From an optimization exercise on the open Yosys and OpenROAD flow, aimed at small area and a short achievable clock period; shortcuts taken in it are not production practice.
Only simulation tests tie the RTL to the original design; equivalence was not proved.
Power figures rest on the tool's default switching activity, not on a simulated workload.

Setup of 02-24:
// twiddle_mult
module twiddle_mult
#(
    parameter int DATA_W    = 32,
    parameter int START_CNT = 64
) (
    input  logic              clk,
    input  logic              rst_n,
    input  logic [7:0]        cnt,
    input  logic [DATA_W-1:0] data_in,
    output logic [DATA_W-1:0] data_out
);
    logic [5:0]  cr_s1, cr_s2, cr_ng, ci_s1, ci_s2, ci_ng, mci_ng;
    twiddle_gen i_twiddle_gen (
        .clk (clk), .rst_n (rst_n), .cnt (cnt),
        .cr_s1 (cr_s1), .cr_s2 (cr_s2), .cr_ng (cr_ng),
        .ci_s1 (ci_s1), .ci_s2 (ci_s2), .ci_ng (ci_ng),
        .mci_ng (mci_ng)
    );
    cmplx_mult_scale i_cmplx_mult_scale (
        .clk (clk), .rst_n (rst_n), .data_in (data_in),
        .cr_s1 (cr_s1), .cr_s2 (cr_s2), .cr_ng (cr_ng),
        .ci_s1 (ci_s1), .ci_s2 (ci_s2), .ci_ng (ci_ng),
        .mci_ng (mci_ng),
        .data_out (data_out)
    );
endmodule
Settings: LEC_CHECK=0, CAP_MARGIN=20, CORE_MARGIN=2, CORE_UTILIZATION=40, SETUP_SLACK_MARGIN=3.6, SLEW_MARGIN=20, SYNTH_HIERARCHICAL=1, SYNTH_MINIMUM_KEEP_SIZE=0, TNS_END_PERCENT=100; clock period 8.0 ns.
run.sh (not shown) runs the stock make flow with config.mk's settings and CLKGATE_MAP_FILE= SYNTH_SCRIPT=/design/flow/synth_recipe.tcl, a recipe that flattens the netlist after the stock synthesis.
### 02-24 -> 08-10
Settings: swapping 3.6 for 3.3 in SETUP_SLACK_MARGIN.
==> flow/flow/run.sh (new file) <==
#!/bin/bash
# Standard layout, except that the port buffers are buf_4 cells instead of the
# default choice (a slow delay buffer). Every port still gets its own buffer.
set -euo pipefail
export BUFFER_PORTS_ARGS="-buffer_cell sky130_fd_sc_hd__buf_4"
bash standard.sh finish > standard_finish.log 2>&1
==> flow/standard.sh (new file) <==
#!/bin/bash
# synth_recipe.tcl (not shown) runs the flow's synth.tcl, then flattens the netlist and writes it again
# the make line also repeats each setting of config.mk as NAME=value (left out here)
make -C /OpenROAD-flow-scripts/flow DESIGN_CONFIG=/design/flow/config.mk WORK_HOME=/design/flow/orfs CLKGATE_MAP_FILE= SYNTH_SCRIPT=/design/flow/synth_recipe.tcl "${@:-finish}"
removed: flow/run.sh
[summary]
Compared with 02-24, 08-10 shows a power after layout that is about 7% lower.
Period utilization in 08-10 vs 02-24: up 1.1 points
08-10 vs 02-24: average via count per standard cell down by a few percent
The wire length of the first global-routing pass reported for 08-10 is smaller than that of 02-24 by about 7%.
Routed wire in 08-10 totals less than in 02-24.
Looking at 08-10 and 02-24, the clock skew is a wash.
The cell internal power dissipation in 08-10 is 0.925 times that in 02-24.
Each of the runs, namely 08-10 and 02-24, reached the end of the flow and came out clean.

* * *

twiddle_mult again, from the RTL that the note above started with.
clock: 8.0 ns
lec_check: 0
cap_margin: 20
core_margin: 2
core_utilization: 40
setup_slack_margin: 3.3
slew_margin: 20
synth_hierarchical: 1
synth_minimum_keep_size: 0
tns_end_percent: 100
Stock flow here: none of the scripts above is used.
The first run ran to the end with no violations.
==> next run, changes <==
==> flow/flow/run.sh (new file) <==
#!/bin/bash
# Standard layout, except that the port buffers are buf_4 cells instead of the
# default choice (a slow delay buffer). Every port still gets its own buffer.
set -euo pipefail
export BUFFER_PORTS_ARGS="-buffer_cell sky130_fd_sc_hd__buf_4"
bash standard.sh finish > standard_finish.log 2>&1
==> flow/standard.sh (new file) <==
#!/bin/bash
# synth_recipe.tcl (not shown) runs the flow's synth.tcl, then flattens the netlist and writes it again
# the make line also repeats each setting of config.mk as NAME=value (left out here)
make -C /OpenROAD-flow-scripts/flow DESIGN_CONFIG=/design/flow/config.mk WORK_HOME=/design/flow/orfs CLKGATE_MAP_FILE= SYNTH_SCRIPT=/design/flow/synth_recipe.tcl "${@:-finish}"
- SETUP_SLACK_MARGIN: 3.3 -> 4.1
removed: flow/run.sh
- worst setup slack improved by 0.45 ns
- via count came out higher by 3.6%
- clock power is lower by 3.4%
- critical path depth is unchanged
- sequential share of layout area shrinks by 1.5 points
- area after synthesis is unchanged
- wire length goes up by 8.9%
- sequential power hardly moves
- utilization is higher by 7.1 points
==> next run, changes <==
- SETUP_SLACK_MARGIN: 4.1 -> 3.8
Register-to-register slack degrades by 0.19 ns; combinational power fell by 11%; synthesized area stays the same; first-iteration DRC count fell by 15%.

-- afterwards: timing with drivers on the ports --
No port has a modelled driver above. Below, the same layouts with a new extraction and two added sets of constraints.
Step 1 assumes that a clkbuf_16 drives the clock port and a buf_2 every other input.
Step 2 adds t to the input delays and takes it off the output delays; t is the mean of the earliest and latest rising clock arrival at the registers after step 1. Input paths then give back, and output paths get back, about the clock's delay inside the block.
Slacks: ideal / step 1 / step 2; pairs: ideal / step 1.
| run | t (ns) | setup slack, ns | worst setup path at the end |
|---|---|---|---|
| 02-24 | 0.516 | 3.609 / 3.555 / 3.060 | input to register |
| 08-10 | 0.507 | 3.522 / 3.464 / 3.022 | input to register |
| the first run of note 2 | 0.504 | 3.317 / 3.312 / 2.809 | input to register |
| the second run of note 2 | 0.516 | 3.769 / 3.561 / 3.045 | input to register |
| the third run of note 2 | 0.506 | 3.799 / 3.756 / 3.250 | input to register |
After both steps every run listed still meets setup and hold. For the second run of note 2, which loses most, drivers alone change the setup slack by -0.208 ns; drivers and shift together by -0.724 ns.
